This is an optimization exercise on Yosys and OpenROAD, whose aim is small area, not a production implementation.
At most, simulation tests tie the RTL to the original design; equivalence was not proved.
Power is estimated from default activity; no workload was simulated.

==> flow/design.v (excerpt) <==
module image_capture_top (
  input  logic          clk,
  input  logic          mem_reset,
  input  logic          trigger,
  input  logic [15:0]   height,       
  input  logic [28:0]   start_addr,   
  input  logic [25:0]   s_beat,       
  input  logic          s_valid,
  output logic          s_ready,
  output logic          frame_done,
  output logic          skipped,
  output logic          mem_wr_req,
  output logic [156:0]  mem_wr_cmd,   
  input  logic          mem_wr_ack,
  output logic          frame_written
);
==> module image_capture_top, before the edit <==
module image_capture_top (
  input  logic          clk,
  input  logic          mem_reset,
  input  logic          trigger,
  input  logic [15:0]   height,       
  input  logic [28:0]   start_addr,   
  input  logic [25:0]   s_beat,       
  input  logic          s_valid,
  output logic          s_ready,
  output logic          frame_done,
  output logic          skipped,
  output logic          mem_wr_req,
  output logic [156:0]  mem_wr_cmd,   
  input  logic          mem_wr_ack,
  output logic          frame_written
);
  localparam logic [1:0] C_IDLE = 2'd0, C_WAIT = 2'd1, C_STORE = 2'd2;   
  localparam logic [1:0] W_IDLE = 2'd0, W_REQ = 2'd1, W_ACK = 2'd2;     
  logic [1:0]  cap_state;
  logic        armed;
  logic [15:0] line_cnt;
  logic        frame_active;     
  logic [1:0]  slot;
  logic        out_valid;        
  logic [95:0] acc;              
  logic [95:0] ring [16];
  logic [95:0] stage;            
  logic [3:0]  stage_pos;        
  logic [3:0]  tail_pos;         
  logic [15:0] head_oh;          
  logic [4:0]  count;
  logic        count_one;        
  logic [1:0]  wr_state;
  logic        active_q;
  logic [28:0] wr_addr;
  logic sof, eol;
  logic fwd, pix_ready, pix_fire, line_last;
  logic push_ready, push_fire, pop_valid, pop_fire;
  logic writer_idle, frame_start, drained, word_done;
  logic [1:0] slot_idx;
  assign sof = s_beat[1];
  assign eol = s_beat[0];
  assign fwd       = (cap_state == C_STORE) || ((cap_state == C_WAIT) && sof);
  assign pix_ready = !out_valid || push_ready;
  assign s_ready   = fwd ? pix_ready : 1'b1;
  assign pix_fire  = s_valid && fwd && pix_ready;
  logic [16:0] line_inc;
  assign line_inc  = {1'b0, line_cnt} + 17'd1;
  assign line_last = line_inc[16] || ((line_inc[15:0] >= height) && (height != 16'd0));
  assign slot_idx  = sof ? 2'd0 : slot;
  assign word_done = pix_fire && (slot_idx == 2'd3);
  assign push_ready = !count[4];                
  assign push_fire  = out_valid && push_ready;
  assign pop_valid  = (count != 5'd0);
  assign pop_fire   = (wr_state == W_ACK) && mem_wr_ack;   
  assign writer_idle = (wr_state == W_IDLE);
  assign frame_start = frame_active && !active_q;
  assign drained     = !frame_active && !pop_valid && (slot == 2'd0) && !out_valid;
  always_ff @(posedge clk or posedge mem_reset) begin
    if (mem_reset) begin
      cap_state    <= C_IDLE;
      armed        <= 1'b0;
      frame_done   <= 1'b0;
      skipped      <= 1'b0;
    end else begin
      frame_done <= 1'b0;
      skipped    <= 1'b0;
      if (trigger) armed <= 1'b1;
      if (cap_state == C_IDLE) begin
        if (armed && writer_idle) begin
          cap_state <= C_WAIT;
          armed     <= trigger;
        end
        if (s_valid && sof) skipped <= 1'b1;
      end else if (pix_fire) begin
        cap_state <= C_STORE;
        if (eol && line_last) begin
          cap_state  <= C_IDLE;
          frame_done <= 1'b1;
        end
      end
    end
  end
  assign frame_active = cap_state[1];
  always_ff @(posedge clk) begin
    if (cap_state == C_IDLE) line_cnt <= '0;
    else if (pix_fire && eol) line_cnt <= line_inc[15:0];
  end
  always_ff @(posedge clk or posedge mem_reset) begin
    if (mem_reset) begin
      slot      <= '0;
      out_valid <= 1'b0;
      tail_pos  <= '0;
      stage_pos <= '0;
      head_oh   <= 16'd1;
      count     <= '0;
      count_one <= 1'b0;
    end else begin
      if (pix_fire) slot <= slot_idx + 1'b1;
      if (word_done) out_valid <= 1'b1;
      else if (push_ready) out_valid <= 1'b0;
      tail_pos  <= tail_pos + (push_fire ? 4'd2 : 4'd1);
      stage_pos <= (push_fire ? tail_pos : stage_pos) + 4'd1;
      head_oh   <= pop_fire ? {head_oh[13:0], head_oh[15:14]} : {head_oh[14:0], head_oh[15]};
      case ({push_fire, pop_fire})
        2'b10: begin
          count     <= count + 1'b1;
          count_one <= (count == 5'd0);
        end
        2'b01: begin
          count     <= count - 1'b1;
          count_one <= (count == 5'd2);
        end
        default: ;
      endcase
    end
  end
  always_ff @(posedge clk) begin
    if (pix_fire) acc <= {acc[71:0], s_beat[25:2]};
  end
  always_ff @(posedge clk) begin
    if (push_fire) stage <= acc;
  end
  always_ff @(posedge clk) begin
    for (int p = 0; p < 16; p++) begin
      if ((p % 4 == 0) && (stage_pos == 4'(p - 1))) ring[p] <= stage;
      else ring[p] <= ring[(p + 15) % 16];
    end
  end
  always_ff @(posedge clk or posedge mem_reset) begin
    if (mem_reset) begin
      wr_state      <= W_IDLE;
      active_q      <= 1'b0;
      frame_written <= 1'b0;
    end else begin
      active_q      <= frame_active;
      frame_written <= 1'b0;
      case (wr_state)
        W_IDLE: if (frame_start) wr_state <= W_REQ;
        W_REQ: begin
          if (pop_valid) begin
            wr_state <= W_ACK;
          end else if (drained) begin
            frame_written <= 1'b1;
            wr_state      <= W_IDLE;
          end
        end
        W_ACK: begin
          if (mem_wr_ack) wr_state <= W_REQ;
        end
        default: wr_state <= W_IDLE;
      endcase
    end
  end
  assign mem_wr_req = wr_state[1];
  always_ff @(posedge clk) begin
    if ((wr_state == W_IDLE) && frame_start) wr_addr <= start_addr;
    else if (pop_fire) wr_addr <= wr_addr + 29'd8;
  end
  logic [95:0] head;
  logic        head_in_stage;    
  assign head_in_stage = count_one;
  always_comb begin
    head = stage & {96{head_in_stage}};
    for (int i = 0; i < 16; i++) head = head | (ring[i] & {96{head_oh[i] && !head_in_stage}});
  end
  assign mem_wr_cmd = {wr_addr,
                       head[95:72], 8'hff, head[71:48], 8'hff,
                       head[47:24], 8'hff, head[23:0],  8'hff};
endmodule
Settings: LEC_CHECK=0, CAP_MARGIN=20, CORE_MARGIN=2, CORE_UTILIZATION=65, SLEW_MARGIN=20; clock period 4.5 ns.
standard.sh (not shown) runs the stock make flow with config.mk's settings and CLKGATE_MAP_FILE= SYNTH_SCRIPT=/design/flow/synth_recipe.tcl, a recipe that flattens the netlist after the stock synthesis.
==> flow/flow/run.sh <==
#!/bin/bash
# Standard ORFS layout with smaller port buffers and a clock tree without dummy loads.
set -euo pipefail
export BUFFER_PORTS_ARGS="-buffer_cell sky130_fd_sc_hd__buf_1"
export CTS_ARGS="-sink_clustering_enable -repair_clock_nets -dont_use_dummy_load -buf_list sky130_fd_sc_hd__clkbuf_8 -sink_clustering_size 20 -sink_clustering_max_diameter 50"
bash standard.sh > standard.log 2>&1
Rerun with:
--- a/flow/design.v
+++ b/flow/design.v
@@ -29,9 +29,8 @@
   logic [3:0]  stage_pos;        
   logic [3:0]  tail_pos;         
   logic [15:0] head_oh;          
   logic [4:0]  count;
-  logic        count_one;        
   logic [1:0]  wr_state;
   logic        active_q;
   logic [28:0] wr_addr;
   logic sof, eol;
@@ -94,26 +93,19 @@
       tail_pos  <= '0;
       stage_pos <= '0;
       head_oh   <= 16'd1;
       count     <= '0;
-      count_one <= 1'b0;
     end else begin
       if (pix_fire) slot <= slot_idx + 1'b1;
       if (word_done) out_valid <= 1'b1;
       else if (push_ready) out_valid <= 1'b0;
       tail_pos  <= tail_pos + (push_fire ? 4'd2 : 4'd1);
       stage_pos <= (push_fire ? tail_pos : stage_pos) + 4'd1;
       head_oh   <= pop_fire ? {head_oh[13:0], head_oh[15:14]} : {head_oh[14:0], head_oh[15]};
       case ({push_fire, pop_fire})
-        2'b10: begin
-          count     <= count + 1'b1;
-          count_one <= (count == 5'd0);
-        end
-        2'b01: begin
-          count     <= count - 1'b1;
-          count_one <= (count == 5'd2);
-        end
-        default: ;
+        2'b10:   count <= count + 1'b1;
+        2'b01:   count <= count - 1'b1;
+        default: count <= count;
       endcase
     end
   end
   always_ff @(posedge clk) begin
@@ -159,9 +151,9 @@
     else if (pop_fire) wr_addr <= wr_addr + 29'd8;
   end
   logic [95:0] head;
   logic        head_in_stage;    
-  assign head_in_stage = count_one;
+  assign head_in_stage = (count == 5'd1);
   always_comb begin
     head = stage & {96{head_in_stage}};
     for (int i = 0; i < 16; i++) head = head | (ring[i] & {96{head_oh[i] && !head_in_stage}});
   end
Result: Power rises by about 70%; utilization rises by 0.24 points; wire length rises by about 16%; clock skew rises by 0.029 ns; global-route usage rises by 5.4 points; clock power rises by about 1%; final area barely changes; worst setup slack got worse by 0.20 ns; non-clock buffer count rises by 35; sequential power rises by 59%; die area falls by 0.58%; register-to-register slack improved by 0.24 ns; synthesized cell count falls by about 0.9%.
Function not checked in the first run of this note: the RTL went through the layout flow alone.

-- afterwards: timing with drivers on the ports --
In the flow no input, the clock included, has a driving cell. The finished layouts below were timed again as built, in two steps. Step 1 sets driving cells, clkbuf_16 on the clock port and buf_2 on the other inputs (assumed; they add their load-dependent delay and slew). Step 2 times the ports against the registers' clock, not the clock port: input delays grow and output delays shrink by t, the midpoint of the rising clock arrivals with the driver on. a / b / c = ideal / step 1 / step 2; a / b = the first two.
run	t, ns	slack for setup (ns)	worst setup path at the end
the first run	0.854	0.198 / 0.132 / 0.986	register to output
the second run	0.886	0.002 / -0.067 / 0.820	register to output
After both steps every run listed still meets setup and hold.
